This design comes from an exercise in tuning for small area, a short achievable clock period and few clock cycles on the open sky130 flow, not from production work.
No run shown here included a check of the RTL's function; only the layout flow was run.
No activity file was given, so power comes from the tool's default toggle rates.

$ cat run.sh
#!/bin/bash
# synth_recipe.tcl (not shown) runs the flow's synth.tcl, then flattens the netlist and writes it again
# the make line also repeats each setting of config.mk as NAME=value (left out here)
make -C /OpenROAD-flow-scripts/flow DESIGN_CONFIG=/design/flow/config.mk WORK_HOME=/design/flow/orfs CLKGATE_MAP_FILE= SYNTH_SCRIPT=/design/flow/synth_recipe.tcl finish
$ cat design.v
`timescale 1ns / 1ps
package lru_pkg;
  localparam int FRAME_SLOTS_DEF = 16;
  localparam int PAGE_W       = 16;
  localparam int STAMP_W      = 32;
  localparam int FAULT_CNT_W  = 32;
  localparam int FRAME_USED_W = 4;
  localparam int FRAMES_W     = 5;
  localparam logic [FRAMES_W-1:0] FRAMES_RESET = 5'd3;
  localparam int CFG_DATA_W = 32;
  localparam int CFG_ADDR_W = 2;
  localparam logic [CFG_ADDR_W-1:0] ADDR_FRAMES_IN_USE = 2'd0;
  typedef struct packed {
    logic hit;     
    logic empty;   
  } scan_flags_t;
endpackage
`timescale 1ns / 1ps
`timescale 1ns / 1ps
`timescale 1ns / 1ps
module lru_page_replacement #(
  parameter int FRAME_SLOTS = lru_pkg::FRAME_SLOTS_DEF
) (
  input  logic                             clk,
  input  logic                             rst_n,
  input  logic                             in_valid,
  output logic                             in_ready,
  input  logic [lru_pkg::PAGE_W-1:0]       in_page_number,
  output logic                             out_valid,
  input  logic                             out_ready,
  output logic                             out_fault,
  output logic [lru_pkg::FRAME_USED_W-1:0] out_frame_used,
  output logic                             out_evicted_valid,
  output logic [lru_pkg::PAGE_W-1:0]       out_evicted_page,
  output logic [lru_pkg::FAULT_CNT_W-1:0]  out_fault_total,
  input  logic                             cfg_psel,
  input  logic                             cfg_penable,
  input  logic                             cfg_pwrite,
  input  logic [lru_pkg::CFG_ADDR_W-1:0]   cfg_paddr,
  input  logic [lru_pkg::CFG_DATA_W-1:0]   cfg_pwdata,
  output logic [lru_pkg::CFG_DATA_W-1:0]   cfg_prdata,
  output logic                             cfg_pready
);
  localparam int N  = FRAME_SLOTS;
  localparam int PW = lru_pkg::PAGE_W;
  localparam int IDX_W = (N > 1) ? $clog2(N) : 1;
  logic [lru_pkg::FRAMES_W-1:0] frames_r;
  logic                         cfg_wr;
  logic [N-1:0]                 active;
  logic [N-1:0]                 act_nxt;
  assign cfg_pready = 1'b1;
  assign cfg_wr     = cfg_psel && cfg_penable && cfg_pwrite
                      && (cfg_paddr == lru_pkg::ADDR_FRAMES_IN_USE);
  assign cfg_prdata = (cfg_paddr == lru_pkg::ADDR_FRAMES_IN_USE)
                      ? lru_pkg::CFG_DATA_W'(frames_r) : '0;
  always_comb begin
    for (int k = 0; k < N; k++) begin
      act_nxt[k] = (k == 0) || (32'(cfg_pwdata[lru_pkg::FRAMES_W-1:0]) > k);
    end
  end
  always_ff @(posedge clk) begin
    if (!rst_n) begin
      frames_r <= lru_pkg::FRAMES_RESET;
      active   <= N'((1 << lru_pkg::FRAMES_RESET) - 1);
    end else if (cfg_wr) begin
      frames_r <= cfg_pwdata[lru_pkg::FRAMES_W-1:0];
      active   <= act_nxt;
    end
  end
  logic [PW-1:0] page_r [N];
  logic [N-1:0]  valid_r;
  logic [N-1:0]  rec_r [N];
  logic          b_v, o_v;
  logic [PW-1:0] b_page;
  logic [N-1:0]  b_match;
  logic          b_eq;
  logic [N-1:0]  prev_u;
  logic          prev_v;
  logic          go;
  logic          commit;
  logic          acc;
  logic [N-1:0]  use_vec;
  assign go       = !o_v || out_ready;
  assign in_ready = go;
  assign acc      = in_valid && go;
  assign commit   = go && b_v;
  logic [N-1:0] in_match;
  always_comb begin
    for (int k = 0; k < N; k++) begin
      in_match[k] = valid_r[k] && active[k] && (page_r[k] == in_page_number)
                    && !use_vec[k];
    end
  end
  always_ff @(posedge clk) begin
    if (!rst_n) begin
      b_v    <= 1'b0;
      prev_u <= '0;
      prev_v <= 1'b0;
    end else if (go) begin
      b_v    <= acc;
      prev_u <= use_vec;
      prev_v <= b_v;
    end
  end
  always_ff @(posedge clk) begin
    if (go) begin
      b_page  <= in_page_number;
      b_match <= in_match;
      b_eq    <= (in_page_number == b_page);
    end
  end
  logic [N-1:0] m_vec, hit_sel, emp_vec, emp_sel, fill_sel;
  logic         hit, any_emp;
  logic [PW-1:0] lru_page;
  assign m_vec   = b_match | (prev_u & {N{b_eq}});
  assign hit     = (|b_match) || (prev_v && b_eq);
  assign emp_vec = ~valid_r & active;
  assign any_emp = |emp_vec;
  always_comb begin
    for (int k = 0; k < N; k++) begin
      hit_sel[k] = m_vec[k];
      emp_sel[k] = emp_vec[k];
      for (int j = 0; j < k; j++) begin
        hit_sel[k] = hit_sel[k] && !m_vec[j];
        emp_sel[k] = emp_sel[k] && !emp_vec[j];
      end
    end
  end
  logic [N-1:0] av_vec, lru_r, lru_f, lru_2, lru_nx, lru_d, below_lru;
  logic         no_lru, lru_hit, lru_used;
  assign av_vec = valid_r & active;
  always_comb begin
    for (int i = 0; i < N; i++) begin
      lru_f[i] = av_vec[i];
      lru_2[i] = av_vec[i] && !lru_r[i];
      for (int j = 0; j < N; j++) begin
        if (j < i) begin
          lru_f[i] = lru_f[i] && (!av_vec[j] || rec_r[j][i]);
          lru_2[i] = lru_2[i] && (!av_vec[j] || lru_r[j] || rec_r[j][i]);
        end else if (j > i) begin
          lru_f[i] = lru_f[i] && (!av_vec[j] || !rec_r[i][j]);
          lru_2[i] = lru_2[i] && (!av_vec[j] || lru_r[j] || !rec_r[i][j]);
        end
      end
    end
  end
  assign lru_nx = (|lru_2) ? lru_2 : lru_r;
  assign no_lru = !(|lru_r);
  always_comb begin
    for (int k = 0; k < N; k++) begin
      below_lru[k] = 1'b0;
      for (int j = k + 1; j < N; j++) begin
        below_lru[k] = below_lru[k] || lru_r[j];
      end
    end
  end
  assign lru_hit  = (|(m_vec & lru_r)) && !(|(m_vec & below_lru));
  assign lru_used = hit ? lru_hit : !any_emp;
  always_comb begin
    if (!commit) begin
      lru_d = lru_f;
    end else if (no_lru) begin
      lru_d = emp_sel;
    end else if (lru_used) begin
      lru_d = lru_nx;
    end else begin
      lru_d = lru_r;
    end
  end
  always_ff @(posedge clk) begin
    lru_r <= lru_d;
  end
  always_comb begin
    lru_page = '0;
    for (int k = 0; k < N; k++) begin
      lru_page = lru_page | (page_r[k] & {PW{lru_r[k]}});
    end
  end
  assign fill_sel = any_emp ? emp_sel : lru_r;
  assign use_vec  = (hit ? hit_sel : fill_sel) & {N{b_v}};
  always_ff @(posedge clk) begin
    for (int k = 0; k < N; k++) begin
      if (commit && use_vec[k]) begin
        page_r[k] <= b_page;
      end
    end
  end
  always_ff @(posedge clk) begin
    if (!rst_n) begin
      valid_r <= '0;
    end else if (commit) begin
      valid_r <= valid_r | use_vec;
    end
  end
  always_ff @(posedge clk) begin
    for (int i = 0; i < N; i++) begin
      for (int j = i + 1; j < N; j++) begin
        if (commit && use_vec[i]) begin
          rec_r[i][j] <= 1'b1;
        end else if (commit && use_vec[j]) begin
          rec_r[i][j] <= 1'b0;
        end
      end
    end
  end
  logic [IDX_W-1:0] use_idx;
  always_comb begin
    use_idx = '0;
    for (int k = 0; k < N; k++) begin
      if (use_vec[k]) begin
        use_idx = use_idx | IDX_W'(k);
      end
    end
  end
  logic                            fault_r;
  logic [lru_pkg::FRAME_USED_W-1:0] frame_used_r;
  logic                            ev_valid_r;
  logic [PW-1:0]                   ev_page_r;
  logic [lru_pkg::FAULT_CNT_W-1:0] fault_cnt_r;
  always_ff @(posedge clk) begin
    if (!rst_n) begin
      o_v <= 1'b0;
    end else if (go) begin
      o_v <= b_v;
    end
  end
  always_ff @(posedge clk) begin
    if (!rst_n) begin
      fault_cnt_r <= '0;
    end else if (commit && !hit && (fault_cnt_r != '1)) begin
      fault_cnt_r <= fault_cnt_r + 1'b1;
    end
  end
  always_ff @(posedge clk) begin
    if (commit) begin
      fault_r      <= !hit;
      frame_used_r <= lru_pkg::FRAME_USED_W'(use_idx);
      ev_valid_r   <= !hit && !any_emp;
      ev_page_r    <= (!hit && !any_emp) ? lru_page : '0;
    end
  end
  assign out_valid         = o_v;
  assign out_fault         = fault_r;
  assign out_frame_used    = frame_used_r;
  assign out_evicted_valid = ev_valid_r;
  assign out_evicted_page  = ev_page_r;
  assign out_fault_total   = fault_cnt_r;
endmodule
$ cat constraint.sdc
create_clock -name core_clock -period 5.0 [get_ports {clk}]
set_input_delay 1.0000 -clock core_clock [delete_from_list [all_inputs] [get_ports {clk}]]
set_output_delay 1.0000 -clock core_clock [all_outputs]
set_load 0.01 [all_outputs]
$ cat config.mk
export PLATFORM = sky130hd
export DESIGN_NAME = lru_page_replacement
export DESIGN_NICKNAME = lru_page_replacement
export VERILOG_FILES = /design/flow/design.v
export SDC_FILE = /design/flow/constraint.sdc
export NUM_CORES = 4
export LEC_CHECK = 0
export ABC_CLOCK_PERIOD_IN_PS = 2200
export CAP_MARGIN = 20
export CORE_MARGIN = 2
export CORE_UTILIZATION = 50
export SETUP_SLACK_MARGIN = 2.5
export SLEW_MARGIN = 20
==> results.tsv, run 1 <==
metric	value	unit
status	timing/DRC/antenna clean	
Final GP Congestion	1.05	
initial antenna violation count	11	
Mapped Area	26100	sq um
post-synth top area cell	edfxtp_1	
Ys Warns	3	
max-cap viol count	0	
uppermost layer routed	met5	
sequential power share	48.5	%
Least-Margin Pin Slew	1.19	ns
pre-CTS WS	0.731	ns
Final Power	12.3	mW
Die Wd	232	microns
crit path max fanout	8	
# fillers	3535	
synth top area cells	edfxtp_1, dfxtp_1, xor2_1	
WL met1	45300	microns
crit path cell chain	buf_6, nor4_4, and2_4, nand2_4, buf_12, buf_6, a211oi_4, a21oi_4, buf_6, o41ai_4, nand4_1	
switch share	32.5	%
Setup crit start kind	register	
DRT iter0 DRCs	4995	
RSZ-0062 raised after global routing	true	
Yosys cell types	75	
crit-path leading delay family	compound AO/OA/AOI/OAI gates	
Routed met3 length	23100	microns
Critical Path RT	5.36	ns
Hold Path Origin	frames_r[0]	
Worst-path clk slew	0.07	ns
Most used DFF post-synth	edfxtp_1	
worst skew pair latency	0.66	ns
max reg flops	256	
vias in the first global route	23800	
Post-synth ARST share	0	%
Seq/Total Area, Yosys	53.5	%
final setup fails	0	
Peak Freq	297	MHz
CTS Hold Bufs	0	
I/O pins	146	
Int Power	8.33	mW
reg2reg end	frame_used_r[1]	
worst r2r src	b_match[3]	
WL/cell	41.0	microns
largest net degree at the start of global routing	41	
r2r setup slk	1.63	ns
# port buffers	90	
PwrDens	342	nW/um^2
number of synthesized flops with an enable pin	327	
critical path's slowest cell	a211oi_4	
Top Registers	page_r (256), rec_r (120), fault_cnt_r (32)	
crit path time final	3.37	ns
maximum vdd drop	318	uV
area of the multi-input gates	13200	sq um
CP arrival	3.73	ns
WP buf/inv	4	
CTS tree	done	
Die H	232	microns
GRT Total Usage	48.7	%
WHS Path Cells	2	
Final Hold Viols	0	
slowest stage delay, CP	0.63	ns
Slew Limit Fails	0	
Final nets	2900	
drt drc	0	
CTS Buf Count	55	
Hold Path End	frames_r[0]	
combinational share of power	16.7	%
P_sw	4.00	mW
first-pass GRT wire length	182000	microns
Synth Instances	2454	
Seq cells post-synth	533	
starting density of the core	50.7	%
largest reg by FF count	page_r	
DIE AREA	54000	sq um
clock share of power	34.8	%
Core Region	51400	sq um
post-synth top area share	37.7	%
met2 wire len	59500	microns
Pre-antenna DRT Iters	11	
post-route setup slack	1.63	ns
share of layout cells above drive strength 1	29.4	%
fin crit share	67.4	%
routed wire length	146000	microns
antenna-violating nets left	0	
H-tree depth	2	
via/cell ratio	7.48	
std cell rows	83	
area delta synth->final	38.4	%
worst-case clock buffer depth	3	
CTS sink count	533	
skew final	0.0366	ns
commonest non-fill, non-tap cells in the layout	edfxtp_1, xor2_1, buf_4	
LEAKAGE	13.7	nW
TNS Setup	0	ns
dpl hpwl	81900	microns
type of the worst min-delay path	reg2reg	
hold_ws	0.467	ns
CP endpoint kind	register	
Register Area	14000	sq um
Worst slew margin	20.7	%
average size of a mapped cell	10.6	sq um
GRT overflow	0	
crit path kind	reg2reg	
CP most frequent cell	buf_6	
most common cell after layout, fill and taps aside	edfxtp_1	
Worst R2R Path Depth	11	
CTS root buf	clkbuf_16	
via count	26700	
-- how the worst max path moves through the flow --
stage,from,endpoint,slack (ns),cells after the start
floorplan,out_ready,lru_r[0],1.83,10
global placement,out_ready,valid_r[13],0.73,7
detailed placement,out_ready,valid_r[13],0.73,7
CTS,active[6],page_r[15][7],2.14,9
global route,b_match[3],page_r[15][12],1.73,11
finish,b_match[3],frame_used_r[1],1.63,11
-- synth_stat cells, drive strengths merged, types with 14 or more instances --
master,number
a21o,64
o2111ai,14
and3,32
o21ai,60
edfxtp,327
clkbuf,150
and2,23
a2111oi,16
a31oi,20
nor3,44
dfxtp,206
nor2,118
xor2,238
nand4,62
nand2b,17
xnor2,62
a221oi,74
a21oi,76
a211oi,16
a22oi,74
inv,31
nand2,248
a22o,56
nor4,88
o22ai,67
nand3,41
o221ai,16
buf,42
-- through the flow --
stage	cell area, sq um	cells	util [%]
2_1_floorplan	26600	2480	-
4_1_cts	33200	3427	64.7
3_5_place_dp	28000	3156	54.5
5_1_grt	36100	3565	70.2
3_3_place_gp	28000	3156	54.5
6_report	36100	3570	70.2
-- layer usage --
layer | up-vias | GRT usage (%)
met1 | 12700 | 55.2
met2 | 2777 | 71.3
met4 | 14 | 43.6
met5 | - | 0
li1 | 10100 | -
met3 | 1175 | 18.7
-- power groups by stage --
stage	registers, mW	clock network (mW)	logic [mW]
2_1_floorplan	5.52	0	0.783
3_3_place_gp	5.94	0	1.25
3_5_place_dp	5.93	0	1.27
4_1_cts	5.84	4.24	1.56
5_1_grt	5.93	4.43	2.07
6_report	5.98	4.29	2.06
-- worst reg2reg max path: stages, from the launching register on --
cell and delay, ns:
edfxtp_1 0.51, buf_6 0.18, nor4_4 0.34, and2_4 0.25, nand2_4 0.07, buf_12 0.14
buf_6 0.13, a211oi_4 0.63, a21oi_4 0.09, buf_6 0.18, o41ai_4 0.33, nand4_1 0.23
-- area by class of cell --
class                      instances  share of cell area, %
antenna                            5                 0.0347
clock buffer                      73                   4.31
clock inverter                    27                  0.825
inverter                          34                  0.676
multi-input combinational       1724                   36.7
sequential                       533                   38.8
tap                              680                   2.36
timing repair buffer             488                   16.1
timing repair inverter             6                  0.232
-- timing repair --
action | in CTS | in global routing
setup buffers | 141 | 120
gates resized for setup | 477 | 366
pin swaps | 51 | 87
cloned | 30 | 17
setup endpoints to repair | 569 | 514
-- cell families after synthesis --
group | Yosys count | synth area share, %
adder cells (fa/ha/maj) | 1 | 0.0480
XOR/XNOR | 300 | 10.1
AND/OR/NAND/NOR | 758 | 14.8
buffers and inverters | 226 | 3.71
other | 2 | 0.0288
flip-flops | 533 | 53.5
multiplexers | 10 | 0.398
AO/OA/AOI/OAI | 624 | 17.4
==> inputs of run 2 (changes only) <==
--- a/design.v
+++ b/design.v
@@ -52,6 +52,9 @@
   assign cfg_wr     = cfg_psel && cfg_penable && cfg_pwrite
                       && (cfg_paddr == lru_pkg::ADDR_FRAMES_IN_USE);
-  assign cfg_prdata = (cfg_paddr == lru_pkg::ADDR_FRAMES_IN_USE)
-                      ? lru_pkg::CFG_DATA_W'(frames_r) : '0;
+  logic [lru_pkg::FRAMES_W-1:0] prdata_r;
+  always_ff @(posedge clk) begin
+    prdata_r <= (cfg_paddr == lru_pkg::ADDR_FRAMES_IN_USE) ? frames_r : '0;
+  end
+  assign cfg_prdata = lru_pkg::CFG_DATA_W'(prdata_r);
   always_comb begin
     for (int k = 0; k < N; k++) begin
@@ -81,6 +84,7 @@
   logic          acc;
   logic [N-1:0]  use_vec;
-  assign go       = !o_v || out_ready;
-  assign in_ready = go;
+  logic          go_r;
+  assign go       = go_r;
+  assign in_ready = go_r;
   assign acc      = in_valid && go;
   assign commit   = go && b_v;
@@ -213,29 +217,76 @@
     end
   end
-  logic                            fault_r;
-  logic [lru_pkg::FRAME_USED_W-1:0] frame_used_r;
-  logic                            ev_valid_r;
-  logic [PW-1:0]                   ev_page_r;
-  logic [lru_pkg::FAULT_CNT_W-1:0] fault_cnt_r;
-  always_ff @(posedge clk) begin
-    if (!rst_n) begin
-      o_v <= 1'b0;
-    end else if (go) begin
-      o_v <= b_v;
-    end
-  end
+  logic                            fault_r, q_fault;
+  logic [lru_pkg::FRAME_USED_W-1:0] frame_used_r, q_frame_used;
+  logic                            ev_valid_r, q_ev_valid;
+  logic [PW-1:0]                   ev_page_r, q_ev_page;
+  logic [lru_pkg::FAULT_CNT_W-1:0] fault_cnt_r, fault_inc;
+  logic                            q_v, pop;
+  logic                            o_v_nxt, q_v_nxt;
+  logic                            load_b, load_q, fill_q;
+  logic                            r_fault, r_ev_valid;
+  logic [lru_pkg::FRAME_USED_W-1:0] r_frame_used;
+  logic [PW-1:0]                   r_ev_page;
+  assign r_fault      = !hit;
+  assign r_frame_used = lru_pkg::FRAME_USED_W'(use_idx);
+  assign r_ev_valid   = !hit && !any_emp;
+  assign r_ev_page    = (!hit && !any_emp) ? lru_page : '0;
+  assign pop    = o_v && out_ready;
+  assign load_q = pop && q_v;
+  assign load_b = commit && !(o_v && !pop) && !load_q;
+  assign fill_q = commit && o_v && !pop;
+  always_comb begin
+    o_v_nxt = o_v;
+    q_v_nxt = q_v;
+    if (pop) begin
+      o_v_nxt = q_v;
+      q_v_nxt = 1'b0;
+    end
+    if (commit) begin
+      if (o_v_nxt) begin
+        q_v_nxt = 1'b1;
+      end else begin
+        o_v_nxt = 1'b1;
+      end
+    end
+  end
+  always_ff @(posedge clk) begin
+    if (!rst_n) begin
+      o_v  <= 1'b0;
+      q_v  <= 1'b0;
+      go_r <= 1'b1;
+    end else begin
+      o_v  <= o_v_nxt;
+      q_v  <= q_v_nxt;
+      go_r <= !(o_v_nxt && q_v_nxt);
+    end
+  end
+  assign fault_inc = (fault_cnt_r == '1) ? fault_cnt_r : fault_cnt_r + 1'b1;
   always_ff @(posedge clk) begin
     if (!rst_n) begin
       fault_cnt_r <= '0;
-    end else if (commit && !hit && (fault_cnt_r != '1)) begin
-      fault_cnt_r <= fault_cnt_r + 1'b1;
-    end
-  end
-  always_ff @(posedge clk) begin
-    if (commit) begin
-      fault_r      <= !hit;
-      frame_used_r <= lru_pkg::FRAME_USED_W'(use_idx);
-      ev_valid_r   <= !hit && !any_emp;
-      ev_page_r    <= (!hit && !any_emp) ? lru_page : '0;
+    end else if ((load_q && q_fault) || (load_b && r_fault)) begin
+      fault_cnt_r <= fault_inc;
+    end
+  end
+  always_ff @(posedge clk) begin
+    if (load_q) begin
+      fault_r      <= q_fault;
+      frame_used_r <= q_frame_used;
+      ev_valid_r   <= q_ev_valid;
+      ev_page_r    <= q_ev_page;
+    end else if (load_b) begin
+      fault_r      <= r_fault;
+      frame_used_r <= r_frame_used;
+      ev_valid_r   <= r_ev_valid;
+      ev_page_r    <= r_ev_page;
+    end
+  end
+  always_ff @(posedge clk) begin
+    if (fill_q) begin
+      q_fault      <= r_fault;
+      q_frame_used <= r_frame_used;
+      q_ev_valid   <= r_ev_valid;
+      q_ev_page    <= r_ev_page;
     end
   end
--- a/config.mk
+++ b/config.mk
@@ -6,5 +6,4 @@
 export NUM_CORES = 4
 export LEC_CHECK = 0
-export ABC_CLOCK_PERIOD_IN_PS = 2200
 export CAP_MARGIN = 20
 export CORE_MARGIN = 2
@@ -12,2 +11,3 @@
 export SETUP_SLACK_MARGIN = 2.5
 export SLEW_MARGIN = 20
+export TNS_END_PERCENT = 20
==> run 2 against run 1 <==
Compared with the run above: total power grew 7.5%; sequential power grew about 10%; synthesized cell count up 4.9%; synthesized area is 5.8% higher; largest power group unchanged; fmax grew 11%; via count down 3.6%; combinational power down 3%; highest routed layer unchanged; register-to-register slack improved by 0.33 ns; final area down 2.7%; non-clock buffer count is 136 lower.
==> results.tsv, run 2 <==
metric	value	unit	change
status	timing/DRC/antenna clean		unchanged
type of the worst min-delay path	reg2reg		unchanged
vias in the first global route	23500		was 23.8k
fin crit share	60.9	%	was 67.4%
area delta synth->final	27.3	%	was 38.4%
drt drc	0		unchanged
via/cell ratio	7.20		was 7.48
post-route setup slack	1.95	ns	was 1.63 ns
H-tree depth	2		unchanged
CTS root buf	clkbuf_16		unchanged
count leader, synth	edfxtp_1		unchanged
DRT iter0 DRCs	4537		was 4995
critical path's slowest cell	a211o_4		was a211oi_4
most common cell after layout, fill and taps aside	edfxtp_1		unchanged
CTS Buf Count	59		was 55
Final nets	2877		was 2900
max reg flops	256		unchanged
I/O pins	146		unchanged
design area	35100	sq um	was 36100 sq um
crit path cell chain	nand3b_1, buf_6, o221ai_1, nor4_1, and3_1, nor4_4, nand4_1, a211o_4, buf_12		was buf_6, nor4_4, and2_4, nand2_4, buf_12, buf_6, a211oi_4, a21oi_4, buf_6, o41ai_4, nand4_1
Register Area	14800	sq um	was 14000 sq um
most instantiated cells after synthesis	edfxtp_1, nand2_1, xor2_1		unchanged
Least-Margin Pin Slew	1.18	ns	was 1.19 ns
hold_ws	0.450	ns	was 0.467 ns
Worst slew margin	21.4	%	was 20.7%
GRT overflow	0		unchanged
Peak Freq	328	MHz	was 297 MHz
crit path time final	3.05	ns	was 3.37 ns
CTS sink count	563		was 533
routed wire length	132000	microns	was 146000 microns
share of layout cells above drive strength 1	21.1	%	was 29.4%
Seq/Total Area, Yosys	53.5	%	about the same
Top Registers	page_r (256), rec_r (120), fault_cnt_r (32)		unchanged
# port buffers	90		unchanged
final setup fails	0		unchanged
crit path max fanout	15		was 8
total cell area at the placement stage	29700	sq um	was 28000 sq um
synth top area cells	edfxtp_1, dfxtp_1, xor2_1		unchanged
Final GP Congestion	1.03		was 1.05
post-synth top area cell	edfxtp_1		unchanged
CP endpoint kind	register		unchanged
slowest stage delay, CP	0.42	ns	was 0.63 ns
largest reg by FF count	page_r		unchanged
skew final	0.0178	ns	was 0.0366 ns
largest net degree at the start of global routing	48		was 41
max-cap viol count	0		unchanged
antenna-violating nets left	0		unchanged
# fillers	4181		was 3535
Setup crit start kind	register		unchanged
GRT Total Usage	44.6	%	was 48.7%
CTS tree	done		unchanged
Pre-antenna DRT Iters	8		was 11
via count	25800		was 26.7k
Critical Path RT	5.43	ns	was 5.36 ns
initial antenna violation count	8		was 11
Post-synth ARST share	0	%	unchanged
Worst-path clk slew	0.06	ns	was 0.07 ns
Slew Limit Fails	0		unchanged
Synth Instances	2574		was 2454
worst skew pair latency	0.68	ns	was 0.66 ns
std cell rows	86		was 83
area of the multi-input gates	13400	sq um	was 13200 sq um
DIE AREA	57000	sq um	was 54000 sq um
Die Wd	239	microns	was 232 microns
Most used DFF post-synth	edfxtp_1		unchanged
Yosys cell types	86		was 75
Die H	239	microns	was 232 microns
dpl hpwl	86000	microns	was 81900 microns
number of synthesized flops with an enable pin	349		was 327
Mapped Area	27600	sq um	was 26100 sq um
Ys Warns	3		unchanged
Core Region	54800	sq um	was 51400 sq um
crit path kind	reg2reg		unchanged
pre-CTS WS	0.894	ns	was 0.731 ns
WL/cell	36.9	microns	was 41.0 microns
post-synth top area share	38.0	%	was 37.7%
average size of a mapped cell	10.7	sq um	was 10.6 sq um
LEAKAGE	13.1	nW	was 13.7 nW
commonest non-fill, non-tap cells in the layout	edfxtp_1, nand2_1, xor2_1		was edfxtp_1, xor2_1, buf_4
starting density of the core	50.3	%	was 50.7%
CP arrival	3.48	ns	was 3.73 ns
worst-case clock buffer depth	3		unchanged
maximum vdd drop	498	uV	was 318 uV
TNS Setup	0	ns	unchanged
Final Hold Viols	0		unchanged
Seq cells post-synth	563		was 533
PwrDens	378	nW/um^2	was 342 nW/um^2
first-pass GRT wire length	179000	microns	was 182000 microns
RSZ-0062 raised after global routing	true		unchanged
Final Util	64.1	%	was 70.2%
==> run 2: changes by cell type after synthesis, moves of 14 or more <==
cell / delta
a21oi_1: -14
and2_1: +21
nand2_1: +54
edfxtp_1: +22
a21boi_0: +19
nor2_1: -37
==> run 2: cells by family (layout without fill, tap and decap cells) <==
group                      count (synthesis)  count (layout)  synth area share [%]
xor gates and xnor gates                 294             294                  9.34
buffers and inverters                    231             495                  3.67
AOI/OAI and AO/OA                        639             639                  17.1
other                                      2              32                0.0272
muxes                                     12              12                 0.440
and+or+nand+nor                          832             837                  15.8
DFF                                      563             563                  53.5
adders and majority gates                  1               1                0.0454
==> run 2: through the flow <==
step           instances  total power [mW]
2_1_floorplan       2600              7.01
3_3_place_gp        3307              8.11
3_5_place_dp        3307              8.13
4_1_cts             3535              12.9
5_1_grt             3574              13.5
6_report            3577              13.3
==> run 2: final cells by class <==
type / count / share of cell area [%]
flip-flops and latches: 563 / 42.2
inverters: 30 / 0.485
diodes: 4 / 0.0285
multi-input cells: 1811 / 38.3
repair inverters: 2 / 0.0642
repair buffers: 352 / 10.7
clock inverters: 38 / 1.16
clock buffers: 73 / 4.60
well taps: 704 / 2.51
==> run 2: final timing paths <==
path	from	endpoint	cells past startpoint	slack [ns]
worst min register to register	frames_r[3]	prdata_r[3]	1	0.45
worst max register to register	lru_r[1]	lru_r[6]	9	1.95
worst max-delay path	lru_r[1]	lru_r[6]	9	1.95
worst min-delay path	frames_r[3]	prdata_r[3]	1	0.45
==> run 2: critical path: cells and delay by family, from the launching register on <==
family / cells / cell delay [ns]
compound gates: 2 / 0.73
buf+inv: 2 / 0.44
flops: 1 / 0.40
simple gates: 5 / 1.22
==> run 2: timing repair <==
item / CTS / global route
setup endpoints to repair: 611 / 590
setup buffers: 98 / 26
cloned: 19 / 12
resized for setup: 244 / 193
pin swaps: 40 / 36
hold buffers: 0 / 0
==> run 2: routing by layer <==
layer,GRT usage (%),up-vias,wire length [microns]
met4,20.9,10,7970
met5,0,-,236
li1,-,10200,-
met2,60.1,2408,52300
met3,19.7,516,22400
met1,61.1,12600,49100
==> run 2: power breakdown <==
group          switching [mW]  total, mW  internal, mW
Combinational            1.21       1.99         0.788
Sequential               1.11       6.59          5.49
Clock                    2.01       4.66          2.66
Total                    4.32       13.3          8.93

[port drivers added, routing unchanged]
No port has a modelled driver above. Below, the same layouts with a new extraction and two added sets of constraints. Step 1 assumes that a clkbuf_16 drives the clock port and a buf_2 every other input. Step 2 also shifts input and output timing later by t, the mid clock arrival at the registers, as if the neighbouring blocks saw the same clock. a / b / c = ideal ports / drivers / drivers and shift; a / b = the first two.
run	shift t [ns]	slack for setup (ns)	pins driven straight from the clock port
run 1	0.707	1.628 / 1.628 / 1.502	1
run 2	0.731	1.953 / 1.953 / 1.530	1
After both steps setup and hold are still met in every run listed. The setup slack of run 2, which loses most, moves by 0.000 ns with the drivers and by -0.423 ns with both steps.
